Context: an optimization exercise on an open-source flow, tuned for small area. The choices shown serve that exercise and are no tape-out recipe.
The RTL was checked by simulation tests, not by an equivalence proof against the original design.
Power and IR drop assume default switching activity. No driver is modelled on the clock port, so clocking that relies on it looks cheaper here than on a real chip.

==> flow/design.v <==
`timescale 1ns/1ps
package sump_pkg;
  localparam int clk_mhz    = 80;                
  localparam int div_w      = $clog2(clk_mhz);
  localparam int decade     = 10;                
  localparam int us_per_ms  = 1000;
  localparam int us_w       = 10;                
  localparam int dec_w      = 4;                 
  localparam int dec_stages = 4;
  localparam int ts_w       = us_w + dec_stages * dec_w;   
  localparam int ram_depth  = 256;
  localparam int ram_addr_w = 8;
  localparam int cnt_w      = ram_addr_w + 1;    
  localparam int word_w     = 32;
  localparam int adc_w      = 12;
  localparam int fsm_w      = 3;
  localparam int fsm_states = 2 ** fsm_w;
  localparam int tx_index_w = 8;
  localparam int op_w = 4;
  typedef enum logic [op_w-1:0] {
    op_nop       = 4'd0,
    op_arm       = 4'd1,
    op_stop      = 4'd2,
    op_src_dig   = 4'd3,
    op_src_ana   = 4'd4,
    op_rd_status = 4'd5,
    op_rd_time   = 4'd6
  } lb_opcode_t;
  typedef enum logic [1:0] {st_idle = 2'd0, st_armed = 2'd1, st_done = 2'd2} cap_state_t;
  typedef enum logic {src_dig = 1'b0, src_ana = 1'b1} src_sel_t;
  typedef enum logic {rdsel_status = 1'b0, rdsel_time = 1'b1} rd_sel_t;
  localparam int dig_fault_bit    = 0;
  localparam int dig_good_bit     = 1;
  localparam int dig_onehot_lsb   = 2;           
  localparam int dig_cadence_bit  = 10;
  localparam int dig_waveform_bit = 11;
  localparam int dig_receive_bit  = 12;
  localparam int dig_index_lsb    = 24;
  localparam int ch_id_w                = 4;
  localparam logic [ch_id_w-1:0] adc_ch_id = 4'd0;
  localparam int ana_id_lsb = 28;
  localparam int ana_a_lsb  = 12;
  localparam int ana_b_lsb  = 0;
  localparam int stat_state_lsb = 0;
  localparam int stat_src_bit   = 2;
  localparam int stat_count_lsb = 8;
  localparam int cw_w     = 25;
  localparam int cw_src   = 24;
  localparam int dfsm_lsb = 2;
  localparam int didx_lsb = 16;
endpackage
`timescale 1ns/1ps
import sump_pkg::*;
module time_base (
  input  logic            clk_80m,
  input  logic            arst_n,
  output logic            tick,        
  output logic            pre_tick,    
  output logic [ts_w-1:0] timestamp    
);
  logic [div_w-1:0]      div_cnt;
  logic [us_w-1:0]       us_cnt;
  logic [dec_w-1:0]      dec_cnt [dec_stages];   
  logic [dec_stages-1:0] carry;                  
  logic [dec_stages-1:0] wrap;                   
  logic                  us_wrap;
  assign pre_tick = (div_cnt == div_w'(clk_mhz - 1));
  always_ff @(posedge clk_80m or negedge arst_n) begin
    if (!arst_n) begin
      div_cnt <= '0;
      tick    <= 1'b0;
    end else begin
      tick <= pre_tick;
      if (pre_tick) begin
        div_cnt <= '0;
      end else begin
        div_cnt <= div_cnt + 1'b1;
      end
    end
  end
  assign us_wrap = tick && (us_cnt == us_w'(us_per_ms - 1));   
  always_comb begin
    for (int i = 0; i < dec_stages; i++) begin
      wrap[i] = carry[i] && (dec_cnt[i] == dec_w'(decade - 1));
    end
  end
  always_ff @(posedge clk_80m or negedge arst_n) begin
    if (!arst_n) begin
      us_cnt  <= '0;
      carry   <= '0;
      for (int i = 0; i < dec_stages; i++) begin
        dec_cnt[i] <= '0;
      end
    end else begin
      if (tick) begin
        us_cnt <= us_wrap ? '0 : us_cnt + 1'b1;
      end
      carry <= {wrap[dec_stages-2:0], us_wrap};   
      for (int i = 0; i < dec_stages; i++) begin
        if (carry[i]) begin
          dec_cnt[i] <= wrap[i] ? '0 : dec_cnt[i] + 1'b1;
        end
      end
    end
  end
  always_comb begin
    timestamp[us_w-1:0] = us_cnt;
    for (int i = 0; i < dec_stages; i++) begin
      timestamp[us_w + i*dec_w +: dec_w] = dec_cnt[i];
    end
  end
endmodule
`timescale 1ns/1ps
import sump_pkg::*;
module probe_format (
  input  logic                  clk_80m,
  input  logic                  pre_tick,      
  input  logic                  psu_fault,
  input  logic                  psu_good,
  input  logic [fsm_w-1:0]      psu_fsm,
  input  logic                  tx_cadence,
  input  logic                  tx_waveform,
  input  logic                  tx_receive,
  input  logic [tx_index_w-1:0] tx_index,
  input  logic [adc_w-1:0]      adc_a,
  input  logic [adc_w-1:0]      adc_b,
  input  logic                  src_sel,
  output logic [cw_w-1:0]       sample_cw      
);
  logic [cw_w-1:0] dig_cw;
  logic [cw_w-1:0] ana_cw;
  always_comb begin
    dig_cw                          = '0;
    dig_cw[dig_fault_bit]           = psu_fault;
    dig_cw[dig_good_bit]            = psu_good;
    dig_cw[dfsm_lsb +: fsm_w]       = psu_fsm;
    dig_cw[dig_cadence_bit]         = tx_cadence;
    dig_cw[dig_waveform_bit]        = tx_waveform;
    dig_cw[dig_receive_bit]         = tx_receive;
    dig_cw[didx_lsb +: tx_index_w]  = tx_index;
  end
  assign ana_cw = {1'b1, adc_a, adc_b};
  always_ff @(posedge clk_80m) begin
    if (pre_tick) begin
      sample_cw <= (src_sel == src_ana) ? ana_cw : dig_cw;
    end
  end
endmodule
`timescale 1ns/1ps
import sump_pkg::*;
module capture_ctrl (
  input  logic                  clk_80m,
  input  logic                  arst_n,
  input  logic                  tick,          
  input  logic                  arm,           
  input  logic                  stop,          
  input  logic [ram_addr_w-1:0] rot,           
  output logic [1:0]            state,
  output logic [cnt_w-1:0]      wr_count,      
  output logic                  pend_vld,      
  output logic [ram_addr_w-1:0] pend_addr,
  output logic                  ins_en,        
  output logic [1:0]            ins_row
);
  logic                  wr_go;   
  logic [ram_addr_w-1:0] ins_pos;
  assign wr_go = (state == st_armed) && tick && !arm && !stop;
  always_ff @(posedge clk_80m or negedge arst_n) begin
    if (!arst_n) begin
      state    <= st_idle;
      wr_count <= '0;
    end else if (arm) begin
      wr_count <= '0;
      state    <= st_armed;
    end else if (stop) begin
      state <= st_idle;
    end else if (wr_go) begin
      wr_count <= wr_count + 1'b1;
      if (wr_count == cnt_w'(ram_depth - 1)) begin
        state <= st_done;
      end
    end
  end
  assign ins_pos = pend_addr + ~rot;
  assign ins_en  = pend_vld && (ins_pos[5:0] == 6'd0);
  assign ins_row = ins_pos[7:6];
  always_ff @(posedge clk_80m or negedge arst_n) begin
    if (!arst_n) begin
      pend_vld  <= 1'b0;
      pend_addr <= '0;
    end else if (wr_go) begin
      pend_vld  <= 1'b1;
      pend_addr <= wr_count[ram_addr_w-1:0];
    end else if (ins_en) begin
      pend_vld  <= 1'b0;
    end
  end
endmodule
`timescale 1ns/1ps
import sump_pkg::*;
module capture_ram (
  input  logic                    clk_80m,
  input  logic                    ins_en,
  input  logic [1:0]              ins_row,    
  input  logic [cw_w-1:0]         ins_data,
  input  logic [ram_addr_w-2:0]   rd_idx,     
  input  logic                    byp,        
  input  logic [cw_w-1:0]         byp_data,
  output logic [cw_w-1:0]         rd_data     
);
  logic [ram_depth-1:0][cw_w-1:0] ring;
  always_ff @(posedge clk_80m) begin
    for (int p = 0; p < ram_depth; p++) begin
      if (p % 64 == 0 && ins_en && ins_row == 2'(p / 64)) begin
        ring[p] <= ins_data;
      end else begin
        ring[p] <= ring[(p + 1) % ram_depth];
      end
    end
  end
  localparam int n_in = ram_depth / 2 + 1;   
  logic [n_in-1:0] rd_hot;
  assign rd_hot = byp ? {1'b1, (ram_depth/2)'(0)} : n_in'(1) << rd_idx;
  for (genvar b = 0; b < cw_w; b++) begin : g_rd
    logic [n_in-1:0] col;
    for (genvar i = 0; i < ram_depth / 2; i++) begin : g_col
      assign col[i] = ring[2 * i][b];
    end
    assign col[n_in-1] = byp_data[b];
    rd_slice i_rd_slice (
      .d   (col),
      .sel (rd_hot),
      .y   (rd_data[b])
    );
  end
endmodule
module rd_slice (
  input  logic [ram_depth/2:0] d,
  input  logic [ram_depth/2:0] sel,
  output logic                 y
);
  localparam int n3 = (ram_depth / 2 + 1) / 3;   
  logic [n3-1:0] grp_n;
  for (genvar g = 0; g < n3; g++) begin : g_aoi
    rd_aoi3 i_aoi (.d(d[3*g +: 3]), .sel(sel[3*g +: 3]), .y_n(grp_n[g]));
  end
  assign y = ~&grp_n;
endmodule
module rd_aoi3 (
  input  logic [2:0] d,
  input  logic [2:0] sel,
  output logic       y_n
);
  assign y_n = ~|(d & sel);
endmodule
`timescale 1ns/1ps
import sump_pkg::*;
module lb_regs (
  input  logic                  clk_80m,
  input  logic                  arst_n,
  input  logic                  lb_cs_ctrl,
  input  logic                  lb_cs_data,
  input  logic                  lb_wr,
  input  logic                  lb_rd,
  input  logic [word_w-1:0]     lb_wr_d,
  output logic [word_w-1:0]     lb_rd_d,
  output logic                  lb_rd_rdy,    
  input  logic [ts_w-1:0]       timestamp,
  output logic                  arm,          
  output logic                  stop,         
  output logic                  src_sel,      
  input  logic [1:0]            state,
  input  logic [cnt_w-1:0]      wr_count,
  input  logic [ram_addr_w-1:0] rot,          
  output logic [ram_addr_w-2:0] rd_idx,       
  output logic                  rd_byp,       
  input  logic [cw_w-1:0]       rd_data,      
  input  logic                  pend_vld,
  input  logic [ram_addr_w-1:0] pend_addr
);
  logic [op_w-1:0]       opcode;
  logic                  ctrl_wr;
  logic                  ctrl_rd;
  logic                  data_wr;
  logic                  data_rd;
  logic                  rd_sel;       
  logic [ram_addr_w-1:0] rd_ptr;
  logic [ram_addr_w-1:0] rd_pos;       
  logic [word_w-1:0]     status_word;
  logic [word_w-1:0]     ctrl_word;
  logic                  byp;          
  logic                  byp_eff;
  logic [cw_w-1:0]       mem_cw;       
  logic                  rd_vld_p1;    
  logic                  late_p1;      
  logic                  byp_p1;
  logic [ts_w-1:0]       hold_p1;      
  logic                  hold_dig;     
  logic [ts_w-1:0]       out_v;
  logic                  out_dig;
  logic [ts_w-1:0]       rd_v;         
  logic                  rd_dig;       
  assign ctrl_wr = lb_cs_ctrl && lb_wr;
  assign ctrl_rd = lb_cs_ctrl && lb_rd;
  assign data_wr = lb_cs_data && lb_wr;
  assign data_rd = lb_cs_data && lb_rd;
  assign opcode  = lb_wr_d[op_w-1:0];
  always_ff @(posedge clk_80m or negedge arst_n) begin
    if (!arst_n) begin
      arm     <= 1'b0;
      stop    <= 1'b0;
      src_sel <= src_dig;
      rd_sel  <= rdsel_status;
    end else begin
      arm  <= 1'b0;   
      stop <= 1'b0;
      if (ctrl_wr) begin
        case (opcode)
          op_nop:       ;
          op_arm:       arm     <= 1'b1;
          op_stop:      stop    <= 1'b1;
          op_src_dig:   src_sel <= src_dig;
          op_src_ana:   src_sel <= src_ana;
          op_rd_status: rd_sel  <= rdsel_status;
          op_rd_time:   rd_sel  <= rdsel_time;
          default:      ;   
        endcase
      end
    end
  end
  always_ff @(posedge clk_80m or negedge arst_n) begin
    if (!arst_n) begin
      rd_ptr <= '0;
    end else if (data_wr) begin
      rd_ptr <= lb_wr_d[ram_addr_w-1:0];
    end else if (data_rd) begin
      rd_ptr <= rd_ptr + 1'b1;   
    end
  end
  always_comb begin
    status_word                             = '0;
    status_word[stat_state_lsb +: 2]        = state;
    status_word[stat_src_bit]               = src_sel;
    status_word[stat_count_lsb +: cnt_w]    = wr_count;
  end
  assign ctrl_word = (rd_sel == rdsel_time) ? word_w'(timestamp) : status_word;
  assign rd_pos  = rd_ptr - rot;
  assign rd_idx  = rd_pos[ram_addr_w-1:1];
  assign byp     = pend_vld && (pend_addr == rd_ptr);
  assign byp_eff = late_p1 ? byp_p1 : byp;
  assign rd_byp  = byp_eff;
  assign mem_cw  = rd_data;
  always_ff @(posedge clk_80m or negedge arst_n) begin
    if (!arst_n) begin
      rd_vld_p1 <= 1'b0;
      late_p1   <= 1'b0;
      byp_p1    <= 1'b0;
      lb_rd_rdy <= 1'b0;
    end else begin
      rd_vld_p1 <= ctrl_rd || data_rd;
      late_p1   <= data_rd && rd_pos[0];
      byp_p1    <= byp;
      lb_rd_rdy <= rd_vld_p1;
    end
  end
  always_ff @(posedge clk_80m) begin
    if (ctrl_rd) begin
      hold_p1  <= ctrl_word[ts_w-1:0];
      hold_dig <= 1'b0;
    end else begin
      hold_p1  <= ts_w'(mem_cw[cw_src-1:0]);
      hold_dig <= !mem_cw[cw_src];
    end
  end
  assign out_v   = late_p1 ? ts_w'(mem_cw[cw_src-1:0]) : hold_p1;
  assign out_dig = late_p1 ? !mem_cw[cw_src] : hold_dig;
  always_ff @(posedge clk_80m) begin
    rd_v   <= out_v;
    rd_dig <= out_dig;
  end
  always_comb begin
    if (rd_dig) begin
      lb_rd_d                                  = '0;
      lb_rd_d[dig_fault_bit]                   = rd_v[dig_fault_bit];
      lb_rd_d[dig_good_bit]                    = rd_v[dig_good_bit];
      lb_rd_d[dig_onehot_lsb +: fsm_states]    = fsm_states'(1) << rd_v[dfsm_lsb +: fsm_w];
      lb_rd_d[dig_cadence_bit]                 = rd_v[dig_cadence_bit];
      lb_rd_d[dig_waveform_bit]                = rd_v[dig_waveform_bit];
      lb_rd_d[dig_receive_bit]                 = rd_v[dig_receive_bit];
      lb_rd_d[dig_index_lsb +: tx_index_w]     = rd_v[didx_lsb +: tx_index_w];
    end else begin
      lb_rd_d = word_w'(rd_v);
    end
  end
endmodule
`timescale 1ns/1ps
import sump_pkg::*;
module la_top (
  input  logic                  clk_80m,
  input  logic                  arst_n,
  input  logic                  lb_cs_ctrl,
  input  logic                  lb_cs_data,
  input  logic                  lb_wr,
  input  logic                  lb_rd,
  input  logic [word_w-1:0]     lb_wr_d,
  output logic [word_w-1:0]     lb_rd_d,
  output logic                  lb_rd_rdy,
  input  logic                  psu_fault,
  input  logic                  psu_good,
  input  logic [fsm_w-1:0]      psu_fsm,
  input  logic                  tx_cadence,
  input  logic                  tx_waveform,
  input  logic                  tx_receive,
  input  logic [tx_index_w-1:0] tx_index,
  input  logic [adc_w-1:0]      adc_a,
  input  logic [adc_w-1:0]      adc_b
);
  logic                  tick;          
  logic                  pre_tick;
  logic [ts_w-1:0]       timestamp;
  logic [cw_w-1:0]       sample_cw;
  logic                  arm;
  logic                  stop;
  logic                  src_sel;
  logic [1:0]            state;
  logic [cnt_w-1:0]      wr_count;
  logic [ram_addr_w-1:0] rot;
  logic                  pend_vld;
  logic [ram_addr_w-1:0] pend_addr;
  logic                  ins_en;
  logic [1:0]            ins_row;
  logic [ram_addr_w-2:0] rd_idx;
  logic [cw_w-1:0]       rd_data;
  logic                  rd_byp;
  always_ff @(posedge clk_80m or negedge arst_n) begin
    if (!arst_n) begin
      rot <= '0;
    end else begin
      rot <= rot + 1'b1;
    end
  end
  time_base i_time_base (
    .clk_80m   (clk_80m),
    .arst_n    (arst_n),
    .tick      (tick),
    .pre_tick  (pre_tick),
    .timestamp (timestamp)
  );
  probe_format i_probe_format (
    .clk_80m     (clk_80m),
    .pre_tick    (pre_tick),
    .psu_fault   (psu_fault),
    .psu_good    (psu_good),
    .psu_fsm     (psu_fsm),
    .tx_cadence  (tx_cadence),
    .tx_waveform (tx_waveform),
    .tx_receive  (tx_receive),
    .tx_index    (tx_index),
    .adc_a       (adc_a),
    .adc_b       (adc_b),
    .src_sel     (src_sel),
    .sample_cw   (sample_cw)
  );
  capture_ctrl i_capture_ctrl (
    .clk_80m   (clk_80m),
    .arst_n    (arst_n),
    .tick      (tick),
    .arm       (arm),
    .stop      (stop),
    .rot       (rot),
    .state     (state),
    .wr_count  (wr_count),
    .pend_vld  (pend_vld),
    .pend_addr (pend_addr),
    .ins_en    (ins_en),
    .ins_row   (ins_row)
  );
  capture_ram i_capture_ram (
    .clk_80m  (clk_80m),
    .ins_en   (ins_en),
    .ins_row  (ins_row),
    .ins_data (sample_cw),
    .rd_idx   (rd_idx),
    .byp      (rd_byp),
    .byp_data (sample_cw),
    .rd_data  (rd_data)
  );
  lb_regs i_lb_regs (
    .clk_80m    (clk_80m),
    .arst_n     (arst_n),
    .lb_cs_ctrl (lb_cs_ctrl),
    .lb_cs_data (lb_cs_data),
    .lb_wr      (lb_wr),
    .lb_rd      (lb_rd),
    .lb_wr_d    (lb_wr_d),
    .lb_rd_d    (lb_rd_d),
    .lb_rd_rdy  (lb_rd_rdy),
    .timestamp  (timestamp),
    .arm        (arm),
    .stop       (stop),
    .src_sel    (src_sel),
    .state      (state),
    .wr_count   (wr_count),
    .rot        (rot),
    .rd_idx     (rd_idx),
    .rd_data    (rd_data),
    .pend_vld   (pend_vld),
    .pend_addr  (pend_addr),
    .rd_byp     (rd_byp)
  );
endmodule
==> flow/run.sh <==
#!/bin/bash
# synth_recipe.tcl (not shown) runs the flow's synth.tcl, then flattens the netlist and writes it again
# the make line also repeats each setting of config.mk as NAME=value (left out here)
make -C /OpenROAD-flow-scripts/flow DESIGN_CONFIG=/design/flow/config.mk WORK_HOME=/design/flow/orfs CLKGATE_MAP_FILE= SYNTH_SCRIPT=/design/flow/synth_recipe.tcl finish
==> flow/config.mk <==
export PLATFORM = sky130hd
export DESIGN_NAME = la_top
export DESIGN_NICKNAME = la_top
export VERILOG_FILES = /design/flow/design.v
export SDC_FILE = /design/flow/constraint.sdc
export NUM_CORES = 4
export LEC_CHECK = 0
export CAP_MARGIN = 20
export CELL_PAD_IN_SITES_DETAIL_PLACEMENT = 1
export CELL_PAD_IN_SITES_GLOBAL_PLACEMENT = 2
export CORE_MARGIN = 2
export CORE_UTILIZATION = 50
export CTS_BUF_LIST = sky130_fd_sc_hd__clkbuf_8
export CTS_CLUSTER_DIAMETER = 70
export CTS_CLUSTER_SIZE = 19
export PLACE_DENSITY = 0.6
export SLEW_MARGIN = 20
export SYNTH_HIERARCHICAL = 1
export SYNTH_MEMORY_MAX_BITS = 16384
export SYNTH_MINIMUM_KEEP_SIZE = 0
==> flow/constraint.sdc <==
create_clock -name core_clock -period 12.5 [get_ports {clk_80m}]
set_input_delay 2.5000 -clock core_clock [delete_from_list [all_inputs] [get_ports {clk_80m}]]
set_output_delay 2.5000 -clock core_clock [all_outputs]
set_load 0.01 [all_outputs]
==> metrics.md, run 1 <==
| Metric | Value |
|---|---|
| Synth unique cells | 74 |
| Initial Util | 50.33% |
| Min Tclk post-route | 7.152 ns |
| Mapped Area | 151100 um2 |
| Relative slew slack | 9.025% |
| WL final | 421800 um |
| Non-filler cells, final | 13580 |
| Setup TNS | 0 ns |
| Total Power | 0.03045 W |
| Ys Warns | 13 |
| Vias in the first global route | 78880 |
| Synth-to-layout area growth | 9.272% |
| Initial antenna violation count | 44 |
| FF-to-FF path depth | 16 |
| CTS Buf Count | 386 |
| Peak VDD IR | 0.1067 mV |
| Gate count of the mapped netlist | 8877 |
| Setup bufs post-CTS | 0 |
| Clock buffer depth | 4 |
| Post-DRT Antenna Nets | 0 |
| RSZ-0062 raised after global routing | no |
| Core region area | 300300 um2 |
| Crit Reg-Reg Startpoint | rot[1] |
| Crit Path Max Fanout | 46 |
| CTS root buf | clkbuf_8 |
| Crit path launch type | flop |
| Largest net degree at the start of global routing | 47 |
| Max-Cap Viols | 0 |
| Die area | 306700 um2 |
| Final Cell Area | 165100 um2 |
| Routability cong. | 0.8108 |
| Hold depth | 0 |
| Sequential area share after synthesis | 87.35% |
| Gr usage total | 27.05% |
| CTS tree | built |
| Pre-CTS setup slack | 5.282 ns |
| Hold Path End | i_capture_ram.ring[3400] |
| Post-DP HPWL | 260900 um |
| Hold Path Class | reg2reg |
| Reg-to-reg setup timing slack | 5.35 ns |
| Worst Tran Pin Value | 1.353 ns |
| Htree depth | 5 |
| Port-buffer cells | 86 |
| Static Leak | 62.72 nW |
| Vias post-DR | 75400 |
| Critical Path RT | 13.54 ns |
| Skew final | 0.08576 ns |
| Ys flop type | dfxtp_1 |
| Clock latency on the worst-skew pair | 1.14 ns |
| Yosys reg bits | 6561 |
| First-pass GRT wire length | 588100 um |
| Die width | 553.8 um |
| DP Area | 159200 um2 |
| First drt pass iteration count | 10 |
| Hold-fix buffer count after cts | 0 |
| Die extent in y | 553.8 um |
| Final Hold Viols | 0 |
| DRC errors left | 0 |
| Layout cells sized above 1 | 10.62% |
| DR iter-0 viols | 8940 |
| Clock sink count | 6561 |
| WP data arrival | 8.19 ns |
| Synthesized area per cell | 17.02 um2 |
| # placed instances | 13090 |
| Final setup vio count | 0 |
| Routed len/inst | 31.07 um |
| GRT overflow | 0 |
| Reg-to-Reg End | i_lb_regs.rd_v[18] |
| Pwr dens | 184.4 nW/um2 |
| Hold path start | i_capture_ram.ring[3425] |
| Vias per inst | 5.554 |
| Number of synthesized flops with an enable pin | 25 |
| Final WS setup | 5.348 ns |
| Setup CP Type | reg2reg |
| Final Max Slew Viols | 0 |
| Fmax | 139.8 MHz |
| IO Pins | 111 |
| # rows | 201 |
| Final #Nets | 9633 |
| Crit share post-route | 57.21% |
| Setup crit end kind | flop |
| Post-synthesis async set-or-reset flop share | 1.250% |
| Status | no timing/DRC/antenna violations |
| Worst-path clk slew | 0.11 ns |
| Syn Nets | 8985 |
| Post_cts resized | 0 |
Yosys stat by module, one instance, submodules excluded:
module,cells,flops+latches
rd_slice,15,0
time_base,177,38
lb_regs,360,70
rd_aoi3,1,0
capture_ctrl,113,20
la_top,24,8
probe_format,52,25
capture_ram,6701,6400
metal layers:
metal | global-route usage (%) | wire (um) | part of all wire, % | vias up
met4 | 10.99 | 17830 | 4.2 | 2
met3 | 4.328 | 26470 | 6.3 | 573
met1 | 36.26 | 180600 | 43 | 39070
met2 | 43.84 | 196900 | 47 | 2082
li1 | - | - | - | 33670
met5 | 0 | 13 | 0.0031 | -
critical path: stages (launching register included):
cell	delay, ns
dfrtp_1	0.50
inv_1	0.09
ha_1	0.30
nor2b_4	0.13
o211ai_1	0.18
a21boi_1	0.12
o41ai_1	0.38
xnor2_1	0.35
or2_4	0.52
buf_4	0.68
nor3_2	0.06
buf_4	0.34
a222oi_1	0.60
nand4_1	0.58
nor4_2	1.22
nand3_1	0.53
mux2_2	0.42
worst max path at each step:
stage / from / endpoint / slack (ns) / cells past startpoint
floorplan: i_lb_regs.rd_ptr[0] / i_lb_regs.rd_v[0] / 8.10 / 16
global placement: rot[1] / i_lb_regs.rd_v[22] / 5.46 / 16
detailed placement: rot[1] / i_lb_regs.rd_v[22] / 5.28 / 16
CTS: i_lb_regs.rd_ptr[1] / i_lb_regs.rd_v[22] / 5.28 / 15
global route: rot[1] / i_lb_regs.rd_v[22] / 5.20 / 16
finish: rot[1] / i_lb_regs.rd_v[18] / 5.35 / 16
report_power, final:
group | switching [W] | total [W] | internal, W | leakage [nW]
Combinational | 0.000499 | 0.000615 | 0.000116 | 6.44
Sequential | 0.0000119 | 0.0209 | 0.0209 | 53.3
Clock | 0.00600 | 0.00891 | 0.00291 | 3.00
cells in the mapped netlist (5+ instances only):
| cell | n | share of area [%] |
|---|---|---|
| nand2b_1 | 15 | 0.062 |
| ha_1 | 28 | 0.23 |
| nand2_1 | 81 | 0.20 |
| and3_1 | 6 | 0.025 |
| a21oi_1 | 14 | 0.046 |
| clkbuf_1 | 33 | 0.082 |
| edfxtp_1 | 25 | 0.50 |
| xor2_1 | 17 | 0.099 |
| nor3_1 | 89 | 0.29 |
| nand4bb_1 | 8 | 0.060 |
| nand3_1 | 78 | 0.26 |
| a222oi_1 | 1075 | 7.1 |
| nand4_1 | 258 | 1.1 |
| buf_2 | 27 | 0.089 |
| nor2_1 | 101 | 0.25 |
| mux2_2 | 143 | 1.1 |
| nor2b_1 | 19 | 0.079 |
| mux2i_1 | 15 | 0.099 |
| mux2_4 | 12 | 0.12 |
| nor4_1 | 53 | 0.22 |
| and2_1 | 16 | 0.066 |
| buf_6 | 6 | 0.045 |
| a21boi_0 | 5 | 0.025 |
| dfxtp_1 | 6454 | 85 |
| o22ai_1 | 7 | 0.029 |
| inv_1 | 39 | 0.097 |
| nand3b_1 | 5 | 0.025 |
| xnor2_1 | 26 | 0.15 |
| and4b_1 | 8 | 0.053 |
| dfrtp_1 | 82 | 1.4 |
| or3_1 | 5 | 0.021 |
| nand4b_1 | 5 | 0.029 |
| buf_4 | 10 | 0.050 |
| o21ai_0 | 41 | 0.14 |
| nor3_2 | 9 | 0.060 |
cell families after synthesis:
kind of cell | synth area share, %
AOI/OAI and AO/OA | 7.565
and+or+nand+nor | 2.913
xor gates and xnor gates | 0.2492
buffers and inverters | 0.3759
muxes | 1.292
adders and majority gates | 0.2583
DFF | 87.35
stage by stage:
step | hold slack, ns | utilization [%]
2_1_floorplan | 0.3096 | -
3_3_place_gp | 0.3096 | 53.02
3_5_place_dp | 0.3132 | 53.03
4_1_cts | 0.2796 | 54.94
5_1_grt | 0.2922 | 54.97
6_report | 0.2902 | 55.00
placed cells by master, fill, tap and decap left out, types with 37 or more instances in the layout:
master,n
a222oi_1,1075
buf_4,246
clkbuf_8,394
clkdlybuf4s50_1,85
dfrtp_1,81
dfxtp_1,6454
diode_2,51
inv_1,48
mux2_2,143
nand2_1,81
nand3_1,78
nand4_1,258
nor2_1,37
nor2_2,44
nor3_2,59
nor4_2,39
o21ai_0,41
final cells by class:
| class | count | area [um2] |
|---|---|---|
| Timing Repair Buffer | 337 | 2735 |
| Multi-Input combinational cell | 2200 | 19440 |
| Inverter | 39 | 146.4 |
| Sequential cell | 6561 | 132000 |
| Tap cell | 3958 | 4952 |
| Clock buffer | 394 | 5423 |
| Clock inverter | 36 | 315.3 |
| Antenna cell | 51 | 127.6 |
| Fill cell | 27310 | 135100 |
state kept, by name, summed over array words and instances, names as in the netlist, 2 cells and up:
signal,flops
i_capture_ctrl.pend_addr,8
i_capture_ram.ring,6400
i_time_base.div_cnt,7
i_capture_ctrl.wr_count,9
i_time_base.us_cnt,10
i_probe_format.sample_cw,25
i_lb_regs.hold_p1,26
i_lb_regs.rd_v,26
i_capture_ctrl.state,2
i_time_base.dec_cnt,16
rot,8
i_time_base.carry,4
i_lb_regs.rd_ptr,8
==> inputs of run 2 (changes only) <==
==> flow/config.mk (replaced) <==
export PLATFORM = sky130hd
export DESIGN_NAME = la_top
export DESIGN_NICKNAME = la_top
export VERILOG_FILES = /design/flow/design.v
export SDC_FILE = /design/flow/constraint.sdc
export NUM_CORES = 4
export LEC_CHECK = 0
export CAP_MARGIN = 0
export CELL_PAD_IN_SITES_DETAIL_PLACEMENT = 1
export CELL_PAD_IN_SITES_GLOBAL_PLACEMENT = 2
export CORE_MARGIN = 2
export CORE_UTILIZATION = 40
export CTS_BUF_LIST = sky130_fd_sc_hd__clkbuf_8
export CTS_CLUSTER_DIAMETER = 70
export CTS_CLUSTER_SIZE = 19
export PLACE_DENSITY = 0.5
export SLEW_MARGIN = 0
export SYNTH_HIERARCHICAL = 1
export SYNTH_MEMORY_MAX_BITS = 16384
export SYNTH_MINIMUM_KEEP_SIZE = 0
==> run 2 against run 1 <==
  * Highest routed layer unchanged
  * Synthesized cell count unchanged
  * Maximum frequency up 2.4%
  * Still clean
  * Wire length up 6.3%
==> metrics.md, run 2 <==
| Metric | Value |
|---|---|
| Most frequent cell after synthesis | dfxtp_1 |
| Crit share post-route | 55.86% |
| Setup crit end kind | flop |
| Top Registers | i_capture_ram.ring (6400), i_lb_regs.hold_p1 (26), i_lb_regs.rd_v (26) |
| Crit Path Max Fanout | 33 |
| Syn Nets | 8985 |
| Final Hold Viols | 0 |
| Pwr dens | 185.3 nW/um2 |
| Non-filler cells, final | 14700 |
| Vias per inst | 5.148 |
| Number of synthesized flops with an enable pin | 25 |
| List of most frequent post-synthesis cells | dfxtp_1, a222oi_1, nand4_1 |
| DP Area | 160500 um2 |
| Port-buffer cells | 86 |
| Gate count of the mapped netlist | 8877 |
| # placed instances | 14160 |
| Fillers | 35950 |
| Critical Path RT | 13.48 ns |
| WL final | 448300 um |
| Max-Cap Viols | 0 |
| Gr usage total | 22.99% |
| Dominant cells by area after synthesis | dfxtp_1, a222oi_1, dfrtp_1 |
| Die area | 382800 um2 |
| Die extent in y | 618.7 um |
| Core region area | 375800 um2 |
| Max reg flops | 6400 |
| Skew final | 0.05677 ns |
| Commonest non-fill, non-tap cell in the layout | dfxtp_1 |
| Vias in the first global route | 78670 |
| Status | no timing/DRC/antenna violations |
| Synth area leader | dfxtp_1 |
| Htree depth | 5 |
| GRT overflow | 0 |
| First drt pass iteration count | 7 |
| Min Tclk post-route | 6.982 ns |
| Post-DP HPWL | 278600 um |
| DR iter-0 viols | 8585 |
| Synth unique cells | 74 |
| Setup CP Type | reg2reg |
| CTS root buf | clkbuf_8 |
| Clock latency on the worst-skew pair | 1.11 ns |
| CTS Buf Count | 396 |
| Post_cts resized | 0 |
| Hold Path Class | reg2reg |
| IO Pins | 111 |
| Fmax | 143.2 MHz |
| Clock sink count | 6561 |
| Static Leak | 63.09 nW |
| Most frequent cells in the layout | dfxtp_1, a222oi_1, clkbuf_8, buf_4, nand4_1 |
| Setup TNS | 0 ns |
| Crit path launch type | flop |
| Synth top area share | 85.49% |
| Post-DRT Antenna Nets | 0 |
| Post-synthesis async set-or-reset flop share | 1.250% |
| Ys Warns | 13 |
| Setup bufs post-CTS | 0 |
| RSZ-0062 raised after global routing | no |
| Relative slew slack | 3.534% |
| First-pass GRT wire length | 616000 um |
| Biggest register | i_capture_ram.ring |
| WP data arrival | 7.96 ns |
| Synthesized area per cell | 17.02 um2 |
| Layout cells sized above 1 | 10.92% |
| Clock buffer depth | 4 |
| Sequential area share after synthesis | 87.35% |
| Largest net degree at the start of global routing | 61 |
| CTS tree | built |
| # rows | 225 |
| WHS | 0.2822 ns |
| Ys flop type | dfxtp_1 |
| Initial Util | 40.21% |
| Vias post-DR | 75680 |
| Hold-fix buffer count after cts | 0 |
| Final core occ | 44.42% |
| Routability cong. | 0.7799 |
| Peak VDD IR | 0.1087 mV |
| Final setup vio count | 0 |
| Mapped Area | 151100 um2 |
| Final Cell Area | 166900 um2 |
| Reg-to-reg setup timing slack | 5.52 ns |
| DRC errors left | 0 |
| Die width | 618.7 um |
| Synth-to-layout area growth | 10.46% |
| Worst Tran Pin Value | 1.447 ns |
| Worst-path clk slew | 0.11 ns |
| Initial antenna violation count | 59 |
| Final #Nets | 9670 |
| Final Max Slew Viols | 0 |
| Routed len/inst | 30.49 um |
| Yosys reg bits | 6561 |
## run 2: cell counts after synthesis
Identical to the previous run, type by type.
## run 2: per-layer routing
layer	routed length [um]	up-vias	track usage (%)	share of wire (%)
met5	18	-	0	0.0040
met4	13810	4	6.667	3.1
met3	20960	550	2.633	4.7
met2	211900	1816	38.26	47
met1	201600	39500	31.56	45
li1	-	33820	-	-
## run 2: modules after synthesis, one instance, submodules excluded
module / cell area (um2) / times used
capture_ram: 130400 / 1
lb_regs: 3336 / 1
time_base: 1869 / 1
capture_ctrl: 1170 / 1
probe_format: 1069 / 1
la_top: 316.6 / 1
rd_slice: 90.09 / 25
rd_aoi3: 10.01 / 1075
## run 2: kinds of logic (layout without fill, tap and decap cells)
kind of cell / count (synthesis) / in the layout / share of synthesized area (%)
compound gates: 1180 / 1180 / 7.565
xor+xnor: 43 / 43 / 0.2492
mux: 171 / 171 / 1.292
simple gates: 776 / 776 / 2.913
buf+inv: 116 / 886 / 0.3759
fa+ha+maj: 30 / 30 / 0.2583
other cells: 0 / 61 / 0
flops: 6561 / 6561 / 87.35
## run 2: final cells by class
type                       instances  area, um2  area share [%]
sequential                      6561     132000           79.07
multi-input combinational       2200      19120           11.45
tap                             4994       6248           3.743
clock buffer                     412       5670           3.397
timing repair buffer             364       2945           1.764
clock inverter                    71      653.1          0.3912
antenna                           61      152.6         0.09144
inverter                          39      146.4         0.08769
## run 2: critical path: stages (launching register included)
cell      delay, ns
dfrtp_1        0.49
inv_1          0.08
ha_1           0.29
nor2b_4        0.15
o211ai_1       0.10
a21boi_1       0.25
o41ai_1        0.11
xnor2_1        0.53
or2_4          0.62
buf_4          0.63
nor3_2         0.06
buf_4          0.26
buf_4          0.25
a222oi_1       0.48
nand4_1        0.77
nor4_2         0.93
nand3_1        0.37
mux2_2         0.37
## run 2: worst paths after layout
kind                                                   to                startpoint  cells after the start
worst min register to register   i_capture_ram.ring[4524]  i_capture_ram.ring[4549]                      0
worst max-delay path                   i_lb_regs.rd_v[20]                    rot[1]                     17
max in group asynchronous       i_time_base.dec_cnt[2][1]                    arst_n                      2
worst max register to register         i_lb_regs.rd_v[20]                    rot[1]                     17
min in group asynchronous          i_time_base.div_cnt[5]                    arst_n                      1
worst min-delay path             i_capture_ram.ring[4524]  i_capture_ram.ring[4549]                      0
## run 2: report_power, final
part | switching, W | leakage (nW) | internal [W]
Combinational | 0.000508 | 6.49 | 0.000114
Sequential | 0.0000124 | 53.3 | 0.0209
Clock | 0.00624 | 3.31 | 0.00314
## run 2: through the flow
stage	setup WS [ns]	power [W]
after floorplan	8.098	0.02164
after global placement	5.339	0.02202
after detailed placement	5.278	0.02203
after CTS	5.248	0.03130
after global routing	5.221	0.03212
final	5.518	0.03093
==> inputs of run 3 (changes only) <==
==> flow/flow/run.sh (new file) <==
#!/bin/bash
# The standard ORFS layout (standard.sh, unchanged synthesis), with two changes:
# ports get a buf_2 buffer instead of the default pick, and CTS adds no dummy loads.
set -euo pipefail
export BUFFER_PORTS_ARGS="-buffer_cell sky130_fd_sc_hd__buf_2"
export CTS_ARGS="-sink_clustering_enable -repair_clock_nets -sink_clustering_size 19 -sink_clustering_max_diameter 70 -buf_list sky130_fd_sc_hd__clkbuf_8 -dont_use_dummy_load"
bash standard.sh > standard.log 2>&1
==> flow/standard.sh (new file) <==
#!/bin/bash
# synth_recipe.tcl (not shown) runs the flow's synth.tcl, then flattens the netlist and writes it again
# the make line also repeats each setting of config.mk as NAME=value (left out here)
make -C /OpenROAD-flow-scripts/flow DESIGN_CONFIG=/design/flow/config.mk WORK_HOME=/design/flow/orfs CLKGATE_MAP_FILE= SYNTH_SCRIPT=/design/flow/synth_recipe.tcl "${@:-finish}"
==> flow/config.mk (replaced) <==
export PLATFORM = sky130hd
export DESIGN_NAME = la_top
export DESIGN_NICKNAME = la_top
export VERILOG_FILES = /design/flow/design.v
export SDC_FILE = /design/flow/constraint.sdc
export NUM_CORES = 4
export LEC_CHECK = 0
export CAP_MARGIN = 20
export CELL_PAD_IN_SITES_DETAIL_PLACEMENT = 1
export CELL_PAD_IN_SITES_GLOBAL_PLACEMENT = 2
export CORE_MARGIN = 2
export CORE_UTILIZATION = 60
export CTS_BUF_LIST = sky130_fd_sc_hd__clkbuf_8
export CTS_CLUSTER_DIAMETER = 70
export CTS_CLUSTER_SIZE = 19
export PLACE_DENSITY = 0.72
export SLEW_MARGIN = 20
export SYNTH_HIERARCHICAL = 1
export SYNTH_MEMORY_MAX_BITS = 16384
export SYNTH_MINIMUM_KEEP_SIZE = 0
removed: flow/run.sh
==> run 3 against run 2 <==
  * Still clean
  * Wire length decreased by 8.2%
  * Utilization grew 21 points
  * Setup slack got worse by 0.18 ns
  * Total power down 2.2%
  * Combinational power shrank 3.5%
  * Sequential cell count did not move
  * Sequential power about the same
  * Clock skew grew 0.085 ns
  * Sequential share of layout area is 1.7 points higher
  * Via count increased by 0.78%
  * First-iteration DRC count rose by 10%
  * Synthesized area is the same
  * Critical endpoint is now i_lb_regs.rd_v[18]
==> metrics.md, run 3 <==
| Metric | Value |
|---|---|
| Status | no timing/DRC/antenna violations |
| Worst-path clk slew | 0.12 ns |
| GR Util met2 | 50.41% |
| Clock latency on the worst-skew pair | 1.18 ns |
| Synth top area share | 85.49% |
| CTS tree | built |
| Die extent in y | 505.9 um |
| GRT busiest layer | met2 |
| First-pass GRT wire length | 577800 um |
| Setup bufs post-CTS | 0 |
| Htree depth | 5 |
| Mapped Area | 151100 um2 |
| Routed len/inst | 31.90 um |
| Static Leak | 62.50 nW |
| Core region area | 250900 um2 |
| RSZ-0062 raised after global routing | no |
| Biggest register | i_capture_ram.ring |
| Yosys reg bits | 6561 |
| Vias per inst | 5.914 |
| Final setup vio count | 0 |
| WP data arrival | 8.14 ns |
| Post-DP HPWL | 255800 um |
| Final Cell Area | 163500 um2 |
| Ys flop type | dfxtp_1 |
| Top Registers | i_capture_ram.ring (6400), i_lb_regs.hold_p1 (26), i_lb_regs.rd_v (26) |
| Post-synthesis async set-or-reset flop share | 1.250% |
| Gr usage total | 31.59% |
| Min Tclk post-route | 7.160 ns |
| Peak VDD IR | 0.1284 mV |
| Final Max Slew Viols | 0 |
| Clock sink count | 6561 |
| M1 GR Usage | 42.90% |
| Worst Tran Pin Value | 1.327 ns |
| WHS | 0.2243 ns |
| Vias in the first global route | 79830 |
| GRT overflow | 0 |
| Synth-to-layout area growth | 8.188% |
| DP Area | 157800 um2 |
| Hold Path Class | reg2reg |
| Layout cells sized above 1 | 10.97% |
| Synthesized area per cell | 17.02 um2 |
| Met3 Use GR | 4.720% |
| DRC errors left | 0 |
| Dominant cells by area after synthesis | dfxtp_1, a222oi_1, dfrtp_1 |
| Relative slew slack | 10.81% |
| Clock buffer depth | 4 |
| Synth unique cells | 74 |
| Syn Nets | 8985 |
| Most frequent cell after synthesis | dfxtp_1 |
| # rows | 184 |
| Sequential area share after synthesis | 87.35% |
| Critical Path RT | 13.48 ns |
| Vias post-DR | 76270 |
| Crit path launch type | flop |
| Hold-fix buffer count after cts | 0 |
| Most frequent cells in the layout | dfxtp_1, a222oi_1, clkbuf_8, nand4_1, buf_4 |
| Setup CP Type | reg2reg |
| Setup crit end kind | flop |
| Initial Util | 60.23% |
| Pwr dens | 185.0 nW/um2 |
| Final #Nets | 9610 |
| CTS Buf Count | 397 |
| Max-Cap Viols | 0 |
| Setup TNS | 0 ns |
| Commonest non-fill, non-tap cell in the layout | dfxtp_1 |
| Gate count of the mapped netlist | 8877 |
| List of most frequent post-synthesis cells | dfxtp_1, a222oi_1, nand4_1 |
| Initial antenna violation count | 39 |
| Synth area leader | dfxtp_1 |
| Routability cong. | 0.8229 |
| Post_cts resized | 0 |
| WL final | 411400 um |
| Die width | 505.9 um |
| Fmax | 139.7 MHz |
| DR iter-0 viols | 9449 |
| Die area | 255900 um2 |
| Largest net degree at the start of global routing | 75 |
| Max reg flops | 6400 |
| First drt pass iteration count | 8 |
| CTS root buf | clkbuf_8 |
| Number of synthesized flops with an enable pin | 25 |
| IO Pins | 111 |
| Skew final | 0.1419 ns |
| Port-buffer cells | 86 |
| Final Hold Viols | 0 |
| Crit share post-route | 57.28% |
| Ys Warns | 13 |
| Post-DRT Antenna Nets | 0 |
| Crit Path Max Fanout | 25 |
-- run 3: power breakdown --
part | leakage (nW) | internal (W) | switching [W]
clock | 2.85 | 0.00287 | 0.00586
sequential | 53.3 | 0.0209 | 0.0000122
combinational | 6.36 | 0.000110 | 0.000491
-- run 3: final cells by class --
| cell class | count | area (um2) |
|---|---|---|
| Clock buffer | 397 | 5464 |
| Fill cell | 21330 | 87440 |
| Inverter | 39 | 146.4 |
| Tap cell | 3348 | 4189 |
| Multi-Input combinational cell | 2200 | 19500 |
| Sequential cell | 6561 | 132000 |
| Timing Repair Buffer | 303 | 2073 |
| Antenna cell | 49 | 122.6 |
-- run 3: cell families after synthesis --
| family | synth area share (%) |
|---|---|
| xor+xnor | 0.2492 |
| mux | 1.292 |
| compound gates | 7.565 |
| flops | 87.35 |
| buf+inv | 0.3759 |
| fa+ha+maj | 0.2583 |
| simple gates | 2.913 |
-- run 3: routing by layer --
metal / up-vias / share of wire (%)
li1: 33620 / -
met1: 39150 / 41
met2: 2874 / 46
met3: 631 / 7.3
met4: 2 / 5.1
met5: - / 0.0049
-- run 3: per-module statistics from Yosys, one instance, submodules excluded --
module | flops+latches | times used
capture_ram | 6400 | 1
lb_regs | 70 | 1
time_base | 38 | 1
capture_ctrl | 20 | 1
probe_format | 25 | 1
la_top | 8 | 1
rd_slice | 0 | 25
rd_aoi3 | 0 | 1075
-- run 3: worst paths after layout --
path                       cells past startpoint                      from  slack [ns]                   endpoint
max                                           16       i_lb_regs.rd_ptr[0]        5.34         i_lb_regs.rd_v[18]
min                                            0  i_capture_ram.ring[3690]        0.22   i_capture_ram.ring[3665]
max reg2reg                                   16       i_lb_regs.rd_ptr[0]        5.34         i_lb_regs.rd_v[18]
min reg2reg                                    0  i_capture_ram.ring[3690]        0.22   i_capture_ram.ring[3665]
max in group asynchronous                      2                    arst_n       10.28  i_time_base.dec_cnt[3][3]
min in group asynchronous                      1                    arst_n        1.24        i_lb_regs.lb_rd_rdy
-- run 3: stage by stage --
stage          instances  utilization [%]  worst slack [ns]  total power, W
2_1_floorplan       8877                -             8.098         0.02164
3_3_place_gp       12440            62.89             5.550         0.02197
3_5_place_dp       12450            62.90             5.286         0.02199
4_1_cts            12840            65.07             5.259         0.03037
5_1_grt            12860            65.12             5.469         0.03120
6_report           12900            65.16             5.340         0.03025
-- run 3: critical path, stage by stage (launching register included) --
cell and delay [ns]:
dfrtp_1 0.46, inv_1 0.09, ha_1 0.27, fa_1 0.43, nor2b_1 0.13, o21ai_1 0.07
nand2b_1 0.14, a2111oi_0 0.11, nand3b_1 0.58, nand4bb_1 0.88, nor2_4 0.02, buf_4 0.32
a222oi_1 1.04, nand4_1 0.49, nor4_2 1.07, nand3_1 0.49, mux2_2 0.42
==> inputs of run 4 (changes only) <==
--- a/flow/config.mk
+++ b/flow/config.mk
@@ -9,11 +9,11 @@
 export CELL_PAD_IN_SITES_DETAIL_PLACEMENT = 1
 export CELL_PAD_IN_SITES_GLOBAL_PLACEMENT = 2
 export CORE_MARGIN = 2
-export CORE_UTILIZATION = 60
+export CORE_UTILIZATION = 50
 export CTS_BUF_LIST = sky130_fd_sc_hd__clkbuf_8
 export CTS_CLUSTER_DIAMETER = 70
 export CTS_CLUSTER_SIZE = 19
-export PLACE_DENSITY = 0.72
+export PLACE_DENSITY = 0.6
 export SLEW_MARGIN = 20
 export SYNTH_HIERARCHICAL = 1
 export SYNTH_MEMORY_MAX_BITS = 16384
==> run 4 against run 3 <==
  * Still clean on timing, DRC and antenna
  * Synthesized cell count stayed put
  * Critical path depth unchanged
  * Setup slack lost 0.21 ns
  * Sequential cell count stayed put
  * Sequential share of layout area fell by 0.40 points
  * Cell count rose by 4.9%
  * Combinational power is 2% higher
  * Die area rose by 20%
  * Total power is essentially flat
  * Maximum frequency shrank 2.9%
  * Hold slack improved by 0.051 ns
  * Critical path type unchanged
==> metrics.md, run 4 <==
| Metric | Value |
|---|---|
| Crit path cell chain | inv_1 -> ha_1 -> nor2b_4 -> o211ai_1 -> a21boi_1 -> o41ai_1 -> xnor2_1 -> or2_4 -> buf_4 -> nor3_2 -> buf_4 -> a222oi_1 -> nand4_1 -> nor4_2 -> nand3_1 -> mux2_2 |
| Setup crit end kind | flop |
| WHS | 0.2758 ns |
| Most frequent cell after synthesis | dfxtp_1 |
| Final setup vio count | 0 |
| Static Leak | 62.57 nW |
| Core region area | 300300 um2 |
| Die area | 306700 um2 |
| Post-DRT Antenna Nets | 0 |
| Crit Path Max Fanout | 50 |
| Top Registers | i_capture_ram.ring (6400), i_lb_regs.hold_p1 (26), i_lb_regs.rd_v (26) |
| Port-buffer cells | 86 |
| Most numerous cell on the critical path | buf_4 |
| RSZ-0062 raised after global routing | no |
| Post_cts resized | 0 |
| Layout cells sized above 1 | 11.21% |
| Hold-fix buffer count after cts | 0 |
| Number of synthesized flops with an enable pin | 25 |
| Commonest non-fill, non-tap cell in the layout | dfxtp_1 |
| Critical Path RT | 13.48 ns |
| Synth area leader | dfxtp_1 |
| Worst path bufs/invs | 3 |
| First drt pass iteration count | 10 |
| # rows | 201 |
| Hold Path End | i_capture_ram.ring[3916] |
| Max reg flops | 6400 |
| Post-DP HPWL | 261200 um |
| Clock buffer depth | 4 |
| Setup bufs post-CTS | 0 |
| Vias in the first global route | 78820 |
| List of most frequent post-synthesis cells | dfxtp_1, a222oi_1, nand4_1 |
| First-pass GRT wire length | 588300 um |
| Peak VDD IR | 0.1022 mV |
| Synthesized area per cell | 17.02 um2 |
| Mapped Area | 151100 um2 |
| Dominant cells by area after synthesis | dfxtp_1, a222oi_1, dfrtp_1 |
| DR iter-0 viols | 9432 |
| Ys flop type | dfxtp_1 |
| Synth unique cells | 74 |
| Setup CP Type | reg2reg |
| Hold Path Class | reg2reg |
| Fmax | 135.7 MHz |
| Yosys reg bits | 6561 |
| Gr usage total | 27.00% |
| Pwr dens | 184.0 nW/um2 |
| IO Pins | 111 |
| Die extent in y | 553.8 um |
| Min Tclk post-route | 7.372 ns |
| Htree depth | 5 |
| Syn Nets | 8985 |
| Synth-to-layout area growth | 8.724% |
| Gate count of the mapped netlist | 8877 |
| CP delay by family, top | simple AND/OR/NAND/NOR gates |
| Vias post-DR | 75570 |
| Max-Cap Viols | 0 |
| Vias per inst | 5.587 |
| Routed len/inst | 31.27 um |
| Crit share post-route | 58.98% |
| Die width | 553.8 um |
| Hold depth | 0 |
| GRT overflow | 0 |
| Biggest register | i_capture_ram.ring |
| Initial Util | 50.33% |
| CTS tree | built |
| Clock sink count | 6561 |
| Ys Warns | 13 |
| Hold path start | i_capture_ram.ring[3941] |
| Crit path launch type | flop |
| WL final | 422900 um |
| Final Hold Viols | 0 |
| Worst-path clk slew | 0.11 ns |
| Slowest cell delay on critical path | 1.24 ns |
| Skew final | 0.1095 ns |
| Final Max Slew Viols | 0 |
| Post-synthesis async set-or-reset flop share | 1.250% |
| Largest net degree at the start of global routing | 51 |
| CTS root buf | clkbuf_8 |
| Initial antenna violation count | 52 |
| Final #Nets | 9634 |
| Routability cong. | 0.8150 |
| Crit Reg-Reg Startpoint | rot[1] |
| CTS Buf Count | 386 |
| DRC errors left | 0 |
| Clock latency on the worst-skew pair | 1.12 ns |
| FF-to-FF path depth | 16 |
| Status | no timing/DRC/antenna violations |
| Reg-to-Reg End | i_lb_regs.rd_v[18] |
| Worst Tran Pin Value | 1.323 ns |
| Setup TNS | 0 ns |
| Crit. Startpoint | rot[1] |
| Slowest cell on the critical path | nor4_2 |
| Synth top area share | 85.49% |
| Relative slew slack | 11.07% |
| WP data arrival | 8.35 ns |
| Most frequent cells in the layout | dfxtp_1, a222oi_1, clkbuf_8, nand4_1, buf_4 |
| Reg-to-reg setup timing slack | 5.13 ns |
| Sequential area share after synthesis | 87.35% |
-- run 4: cell type report --
class                           instances  area [um2]
Antenna cell                           43       107.6
Clock buffer                          386        5313
Fill cell                           27380      136000
Inverter                               39       146.4
Multi-Input combinational cell       2200       19460
Sequential cell                      6561      132000
Tap cell                             3958        4952
Timing Repair Buffer                  338        2323
-- run 4: Yosys stat by module, one instance, submodules excluded --
module | area (um2) | times used
capture_ram | 130400 | 1
lb_regs | 3336 | 1
time_base | 1869 | 1
capture_ctrl | 1170 | 1
probe_format | 1069 | 1
la_top | 316.6 | 1
rd_slice | 90.09 | 25
rd_aoi3 | 10.01 | 1075
-- run 4: routing by layer --
metal | up-vias | part of all wire, % | GRT usage [%]
met4 | 12 | 4.1 | 10.45
met5 | - | 0.020 | 0
li1 | 33600 | - | -
met2 | 2160 | 47 | 43.99
met1 | 39180 | 44 | 36.81
met3 | 618 | 5.6 | 3.414
-- run 4: worst max path at each step --
stage / end / cells past startpoint
after detailed placement: i_lb_regs.rd_v[22] / 16
after CTS: i_lb_regs.rd_v[22] / 16
after global routing: i_lb_regs.rd_v[18] / 16
final: i_lb_regs.rd_v[18] / 16
after floorplan: i_lb_regs.rd_v[0] / 16
after global placement: i_lb_regs.rd_v[22] / 16
-- run 4: power by group --
part           switching, W  internal (W)
registers         0.0000117        0.0209
logic              0.000505      0.000109
clock network       0.00591       0.00279
-- run 4: cells by family after synthesis --
logic type / Yosys count / synth area share (%)
adders and majority gates: 30 / 0.2583
DFF: 6561 / 87.35
xor gates and xnor gates: 43 / 0.2492
AOI/OAI and AO/OA: 1180 / 7.565
muxes: 171 / 1.292
buffers and inverters: 116 / 0.3759
and+or+nand+nor: 776 / 2.913
-- run 4: per-stage QoR --
step / power [W] / util [%] / instances / setup WS (ns) / cell area (um2)
final: 0.03023 / 54.72 / 13530 / 5.128 / 164300
after global routing: 0.03127 / 54.70 / 13500 / 5.165 / 164300
after CTS: 0.03046 / 54.68 / 13480 / 5.268 / 164200
after detailed placement: 0.02201 / 52.91 / 13100 / 5.263 / 158900
after global placement: 0.02200 / 52.90 / 13090 / 5.359 / 158900
after floorplan: 0.02164 / - / 8877 / 8.098 / 151100
==> inputs of run 5 (changes only) <==
==> flow/flow/run.sh (replaced) <==
#!/bin/bash
# The standard ORFS layout (standard.sh, unchanged synthesis), with two changes:
# ports get a buf_2 buffer instead of the default pick, and CTS adds no dummy loads.
set -euo pipefail
export BUFFER_PORTS_ARGS="-buffer_cell sky130_fd_sc_hd__buf_2"
export CTS_ARGS="-sink_clustering_enable -repair_clock_nets -sink_clustering_size 11 -sink_clustering_max_diameter 45 -buf_list {sky130_fd_sc_hd__clkbuf_4 sky130_fd_sc_hd__clkbuf_8} -dont_use_dummy_load"
bash standard.sh > standard.log 2>&1
--- a/flow/config.mk
+++ b/flow/config.mk
@@ -9,11 +9,11 @@
 export CELL_PAD_IN_SITES_DETAIL_PLACEMENT = 1
 export CELL_PAD_IN_SITES_GLOBAL_PLACEMENT = 2
 export CORE_MARGIN = 2
-export CORE_UTILIZATION = 50
+export CORE_UTILIZATION = 60
 export CTS_BUF_LIST = sky130_fd_sc_hd__clkbuf_8
 export CTS_CLUSTER_DIAMETER = 70
 export CTS_CLUSTER_SIZE = 19
-export PLACE_DENSITY = 0.6
+export PLACE_DENSITY = 0.72
 export SLEW_MARGIN = 20
 export SYNTH_HIERARCHICAL = 1
 export SYNTH_MEMORY_MAX_BITS = 16384
==> run 5 against run 4 <==
  * Sequential cell count unchanged
  * Via count increased by 3.3%
  * Still clean
  * First-iteration DRC count increased by 1.2%
==> metrics.md, run 5 <==
| Metric | Value |
|---|---|
| Mapped Area | 151100 um2 |
| Hold Path Class | reg2reg |
| Core region area | 250900 um2 |
| Ys Warns | 13 |
| Clock sink count | 6561 |
| Crit path launch type | flop |
| Initial antenna violation count | 44 |
| Die extent in y | 505.9 um |
| Psw | 0.006930 W |
| DRC errors left | 0 |
| Max reg flops | 6400 |
| Syn Nets | 8985 |
| Most frequent cells in the layout | dfxtp_1, a222oi_1, clkbuf_8, nand4_1, buf_4 |
| Met3 Use GR | 5.688% |
| Post_cts resized | 0 |
| Worst-path clk slew | 0.07 ns |
| DP Area | 157800 um2 |
| Pre-CTS setup slack | 5.286 ns |
| Clock buffer depth | 4 |
| Pwr dens | 195.9 nW/um2 |
| Initial Util | 60.23% |
| Final setup vio count | 0 |
| Setup bufs post-CTS | 0 |
| Synth Area in Adders | 0.2583% |
| Hold-fix buffer count after cts | 0 |
| Synth top area share | 85.49% |
| Post-synthesis async set-or-reset flop share | 1.250% |
| RSZ-0062 raised after global routing | no |
| Die area | 255900 um2 |
| Most frequent cell after synthesis | dfxtp_1 |
| Slowest cell delay on critical path | 1.03 ns |
| Number of synthesized flops with an enable pin | 25 |
| Htree depth | 6 |
| Routability cong. | 0.8229 |
| Vias post-DR | 78070 |
| Seq pwr share | 63.8% |
| Slowest cell on the critical path | a222oi_1 |
| GRT overflow | 0 |
| Switching share of power | 21.13% |
| Vias per inst | 5.920 |
| Crit share post-route | 56.14% |
| GRT busiest layer | met2 |
| GR Util met2 | 51.65% |
| Comb power frac | 1.8% |
| Port-buffer cells | 86 |
| Power Internal | 0.02587 W |
| Post-DP HPWL | 255800 um |
| Synth Area in XOR/XNOR | 0.2492% |
| Crit Path Max Fanout | 25 |
| Non-filler cells, final | 13190 |
| Dominant cells by area after synthesis | dfxtp_1, a222oi_1, dfrtp_1 |
| List of most frequent post-synthesis cells | dfxtp_1, a222oi_1, nand4_1 |
| Min Tclk post-route | 7.018 ns |
| Post-DRT Antenna Nets | 0 |
| Sequential area share after synthesis | 87.35% |
| Synthesized area per cell | 17.02 um2 |
| Final #Nets | 9897 |
| Commonest non-fill, non-tap cell in the layout | dfxtp_1 |
| Yosys reg bits | 6561 |
| Setup crit end kind | flop |
| Worst Tran Pin Value | 1.328 ns |
| Fmax | 142.5 MHz |
| Ys flop type | dfxtp_1 |
| Final Hold Viols | 0 |
| Top Registers | i_capture_ram.ring (6400), i_lb_regs.hold_p1 (26), i_lb_regs.rd_v (26) |
| Worst path bufs/invs | 2 |
| Critical Path RT | 13.45 ns |
| Final WS setup | 5.482 ns |
| WP data arrival | 7.96 ns |
| Skew final | 0.07653 ns |
| Total Power | 0.03280 W |
| M1 GR Usage | 43.11% |
| Clock Power Share | 34.4% |
| Crit path cell chain | inv_1 -> ha_1 -> fa_1 -> nor2b_1 -> o21ai_1 -> nand2b_1 -> a2111oi_0 -> nand3b_1 -> nand4bb_1 -> nor2_4 -> buf_4 -> a222oi_1 -> nand4_1 -> nor4_2 -> nand3_1 -> mux2_2 |
| Final Cell Area | 167400 um2 |
| Largest net degree at the start of global routing | 75 |
| Gr usage total | 32.29% |
| Vias in the first global route | 83030 |
| Biggest register | i_capture_ram.ring |
| Synth unique cells | 74 |
| Die width | 505.9 um |
| WL final | 420000 um |
| Relative slew slack | 10.70% |
| First drt pass iteration count | 10 |
| IO Pins | 111 |
| First-pass GRT wire length | 592600 um |
| Layout cells sized above 1 | 13.58% |
| Final Max Slew Viols | 0 |
| Post-synthesis mux area share | 1.292% |
| Post-Synth Simple-Gate Area | 2.913% |
| Static Leak | 64.54 nW |
| Peak VDD IR | 0.1521 mV |
| CTS root buf | clkbuf_8 |
| DR iter-0 viols | 9546 |
| CP delay by family, top | simple AND/OR/NAND/NOR gates |
| Gate count of the mapped netlist | 8877 |
| Routed len/inst | 31.85 um |
| Largest family of logic cells by synthesized area | compound AO/OA/AOI/OAI gates |
| Setup CP Type | reg2reg |
| Synth-to-layout area growth | 10.78% |
| Synth area leader | dfxtp_1 |
| Setup TNS | 0 ns |
| Synth Area in Compound Gates | 7.565% |
| # rows | 184 |
| Clock latency on the worst-skew pair | 1.10 ns |
| CTS tree | built |
| Status | no timing/DRC/antenna violations |
| # placed instances | 12450 |
| CTS Buf Count | 682 |
| Max-Cap Viols | 0 |
==> run 5: cell counts after synthesis <==
Identical to the previous run, type by type.
==> run 5: worst paths after layout <==
kind	depth (start not counted)	end	startpoint	slack (ns)
max	16	i_lb_regs.rd_v[18]	i_lb_regs.rd_ptr[0]	5.48
min	0	i_capture_ram.ring[5021]	i_capture_ram.ring[5046]	0.27
max reg2reg	16	i_lb_regs.rd_v[18]	i_lb_regs.rd_ptr[0]	5.48
min reg2reg	0	i_capture_ram.ring[5021]	i_capture_ram.ring[5046]	0.27
max in group asynchronous	2	i_lb_regs.late_p1	arst_n	10.28
min in group asynchronous	1	i_time_base.div_cnt[1]	arst_n	1.25
==> run 5: layout make-up <==
class | instances | area (um2)
antenna | 52 | 130.1
clock buffer | 682 | 9387
fill | 21220 | 83530
inverter | 39 | 146.4
multi-input combinational | 2200 | 19480
sequential | 6561 | 132000
tap | 3348 | 4189
timing repair buffer | 305 | 2081
==> run 5: power groups by stage <==
stage / sequential (W) / combinational (W) / clock [W]
3_3_place_gp: 0.0214 / 0.000567 / 0
4_1_cts: 0.0209 / 0.000583 / 0.0115
6_report: 0.0209 / 0.000599 / 0.0113
5_1_grt: 0.0209 / 0.000607 / 0.0123
2_1_floorplan: 0.0214 / 0.000242 / 0
3_5_place_dp: 0.0214 / 0.000581 / 0
==> run 5: metrics by stage <==
step	hold slack (ns)	utilization, %
finish	0.2683	66.72
global route	0.2636	66.68
CTS	0.2630	66.64
detailed placement	0.3132	62.90
global placement	0.3097	62.89
floorplan	0.3096	-
==> run 5: logic make-up after synthesis <==
logic type	after synthesis
xor gates and xnor gates	43
buffers and inverters	116
AOI/OAI and AO/OA	1180
adders and majority gates	30
and+or+nand+nor	776
DFF	6561
muxes	171
==> run 5: metal layers <==
metal | vias to the layer above | wire, um
li1 | 34190 | -
met1 | 40100 | 172700
met2 | 3047 | 196500
met3 | 729 | 30580
met4 | 8 | 20150
met5 | - | 61
==> run 5: Yosys stat by module (local to each module, per instance) <==
module	cells	cell area, um2	flops+latches	copies in the design
capture_ctrl	113	1170	20	1
rd_aoi3	1	10.01	0	1075
capture_ram	6701	130400	6400	1
la_top	24	316.6	8	1
time_base	177	1869	38	1
rd_slice	15	90.09	0	25
probe_format	52	1069	25	1
lb_regs	360	3336	70	1
==> inputs of run 6 (changes only) <==
==> flow/flow/run.sh (replaced) <==
#!/bin/bash
# The standard ORFS layout (standard.sh, unchanged synthesis), with two changes:
# ports get a buf_2 buffer instead of the default pick, and CTS adds no dummy loads.
set -euo pipefail
export BUFFER_PORTS_ARGS="-buffer_cell sky130_fd_sc_hd__buf_2"
export CTS_ARGS="-sink_clustering_enable -repair_clock_nets -sink_clustering_size 34 -sink_clustering_max_diameter 80 -buf_list sky130_fd_sc_hd__clkbuf_16 -dont_use_dummy_load"
bash standard.sh > standard.log 2>&1
==> run 6 against run 5 <==
  * Combinational power hardly changed
  * Synthesized area unchanged
  * Setup slack got worse by 0.018 ns
  * Critical path type unchanged
  * Total power decreased by 7.5%
  * Hold slack better by 0.021 ns
  * Register-to-register slack got worse by 0.02 ns
  * Utilization shrank 1.6 points
  * Largest cell class unchanged
  * Sequential share of layout area rose by 2.0 points
  * Synthesized cell count did not move
  * Still clean
==> metrics.md, run 6 <==
| Metric | Value |
|---|---|
| Die width | 505.9 um |
| Vias in the first global route | 78330 |
| Reg-to-reg setup timing slack | 5.46 ns |
| Crit Path Max Fanout | 36 |
| M1 GR Usage | 43.00% |
| Core region area | 250900 um2 |
| Pwr dens | 185.8 nW/um2 |
| Critical Path RT | 13.25 ns |
| Number of synthesized flops with an enable pin | 25 |
| List of most frequent post-synthesis cells | dfxtp_1, a222oi_1, nand4_1 |
| First drt pass iteration count | 10 |
| Setup crit end kind | flop |
| DR iter-0 viols | 10270 |
| Final setup vio count | 0 |
| Clock sink count | 6561 |
| Final Max Slew Viols | 0 |
| Synthesized area per cell | 17.02 um2 |
| Setup bufs post-CTS | 0 |
| Ys Warns | 13 |
| Synth unique cells | 74 |
| Non-filler cells, final | 12710 |
| Dominant cells by area after synthesis | dfxtp_1, a222oi_1, dfrtp_1 |
| Clock latency on the worst-skew pair | 0.92 ns |
| Largest net degree at the start of global routing | 75 |
| Port-buffer cells | 86 |
| # rows | 184 |
| Most frequent cells in the layout | dfxtp_1, a222oi_1, nand4_1, clkbuf_16, buf_4 |
| Gr usage total | 31.61% |
| Gate count of the mapped netlist | 8877 |
| Synth area leader | dfxtp_1 |
| Ys flop type | dfxtp_1 |
| Synth-to-layout area growth | 8.086% |
| Htree depth | 4 |
| Hold Path Class | reg2reg |
| Die extent in y | 505.9 um |
| Commonest non-fill, non-tap cell in the layout | dfxtp_1 |
| Relative slew slack | 11.12% |
| Layout cells sized above 1 | 9.210% |
| Skew final | 0.09290 ns |
| Fmax | 142.1 MHz |
| GRT overflow | 0 |
| Peak VDD IR | 0.1564 mV |
| GR Util met2 | 50.92% |
| Met3 Use GR | 4.402% |
| Routed len/inst | 32.45 um |
| Post_cts resized | 0 |
| WP data arrival | 7.79 ns |
| Max reg flops | 6400 |
| CTS root buf | clkbuf_16 |
| Crit share post-route | 56.29% |
| Hold-fix buffer count after cts | 0 |
| Static Leak | 62.27 nW |
| Worst Setup EP | i_lb_regs.rd_v[21] |
| IO Pins | 111 |
| Biggest register | i_capture_ram.ring |
| Mapped Area | 151100 um2 |
| Max-Cap Viols | 0 |
| RSZ-0062 raised after global routing | no |
| First-pass GRT wire length | 577100 um |
| FF-to-FF path depth | 15 |
| Setup CP Type | reg2reg |
| Final #Nets | 9426 |
| Crit. Startpoint | rot[1] |
| Top Registers | i_capture_ram.ring (6400), i_lb_regs.hold_p1 (26), i_lb_regs.rd_v (26) |
| Setup TNS | 0 ns |
| # placed instances | 12450 |
| Most frequent cell after synthesis | dfxtp_1 |
| Status | no timing/DRC/antenna violations |
| Yosys reg bits | 6561 |
| Worst-path clk slew | 0.12 ns |
| DRC errors left | 0 |
| Post-DRT Antenna Nets | 0 |
| Syn Nets | 8985 |
| Worst Tran Pin Value | 1.333 ns |
| CTS tree | built |
| Vias post-DR | 75420 |
| Post-DP HPWL | 255800 um |
| Initial Util | 60.23% |
| Crit Reg-Reg Startpoint | rot[1] |
| Final core occ | 65.10% |
| Clock buffer depth | 3 |
| CTS Buf Count | 214 |
| Initial antenna violation count | 46 |
| Post-synthesis async set-or-reset flop share | 1.250% |
| Die area | 255900 um2 |
| Reg-to-Reg End | i_lb_regs.rd_v[21] |
| Sequential area share after synthesis | 87.35% |
| Synth top area share | 85.49% |
| GRT busiest layer | met2 |
| Routability cong. | 0.8229 |
| Final Hold Viols | 0 |
| WL final | 412300 um |
| Vias per inst | 5.936 |
| Min Tclk post-route | 7.036 ns |
| Crit path launch type | flop |
-- run 6: layer usage --
layer,wire length [um],part of all wire [%]
met2,192900,47
met3,27490,6.7
met5,13,0.0032
met1,172200,42
met4,19660,4.8
-- run 6: cells by family (layout without fill, tap and decap cells) --
logic type	Yosys count	after routing	share of synthesized area, %
xor gates and xnor gates	43	43	0.2492
muxes	171	171	1.292
DFF	6561	6561	87.35
other	0	43	0
AOI/OAI and AO/OA	1180	1180	7.565
and+or+nand+nor	776	776	2.913
adders and majority gates	30	30	0.2583
buffers and inverters	116	555	0.3759
-- run 6: through the flow --
step / area (um2) / worst slack (ns) / hold WS [ns] / total power [W]
after floorplan: 151100 / 8.098 / 0.3096 / 0.02164
after global placement: 157800 / 5.550 / 0.3097 / 0.02197
after detailed placement: 157800 / 5.286 / 0.3132 / 0.02199
after CTS: 163200 / 5.203 / 0.2754 / 0.03044
after global routing: 163300 / 5.442 / 0.2894 / 0.03122
final: 163400 / 5.464 / 0.2890 / 0.03035
-- run 6: modules after synthesis, one instance, submodules excluded --
module        cell area (um2)  copies in the design  cells  flops+latches
time_base                1869                     1    177             38
lb_regs                  3336                     1    360             70
rd_aoi3                 10.01                  1075      1              0
la_top                  316.6                     1     24              8
rd_slice                90.09                    25     15              0
capture_ctrl             1170                     1    113             20
probe_format             1069                     1     52             25
capture_ram            130400                     1   6701           6400
-- run 6: how the worst min path moves through the flow --
stage	from	endpoint	slack, ns	cells past startpoint
floorplan	i_capture_ram.ring[1025]	i_capture_ram.ring[1000]	0.31	0
global placement	i_capture_ram.ring[1243]	i_capture_ram.ring[1218]	0.31	0
detailed placement	i_capture_ram.ring[2295]	i_capture_ram.ring[2270]	0.31	0
CTS	i_capture_ram.ring[4789]	i_capture_ram.ring[4764]	0.28	0
global route	i_capture_ram.ring[5079]	i_capture_ram.ring[5054]	0.29	0
finish	i_capture_ram.ring[5079]	i_capture_ram.ring[5054]	0.29	0
-- run 6: critical path, cell delays in order, from the launching register on --
cell	delay (ns)
dfrtp_1	0.53
inv_1	0.09
ha_1	0.29
nor2b_4	0.13
o211ai_1	0.16
a21boi_1	0.11
o41ai_1	0.40
xnor2_1	0.36
or2_4	0.70
nor3_2	0.06
buf_4	0.29
a222oi_1	1.02
nand4_1	0.76
nor4_2	1.13
nand3_1	0.43
mux2_2	0.40
-- run 6: where the power goes --
part	internal (W)	switching, W
registers	0.0209	0.0000123
logic	0.000108	0.000488
clock network	0.00310	0.00572
total	0.0241	0.00622
-- run 6: layout make-up --
class,instances,area [um2]
Sequential cell,6561,132000
Fill cell,21180,87590
Multi-Input combinational cell,2200,19480
Clock buffer,214,5355
Tap cell,3348,4189
Timing Repair Buffer,302,2061
Inverter,39,146.4
Antenna cell,43,107.6
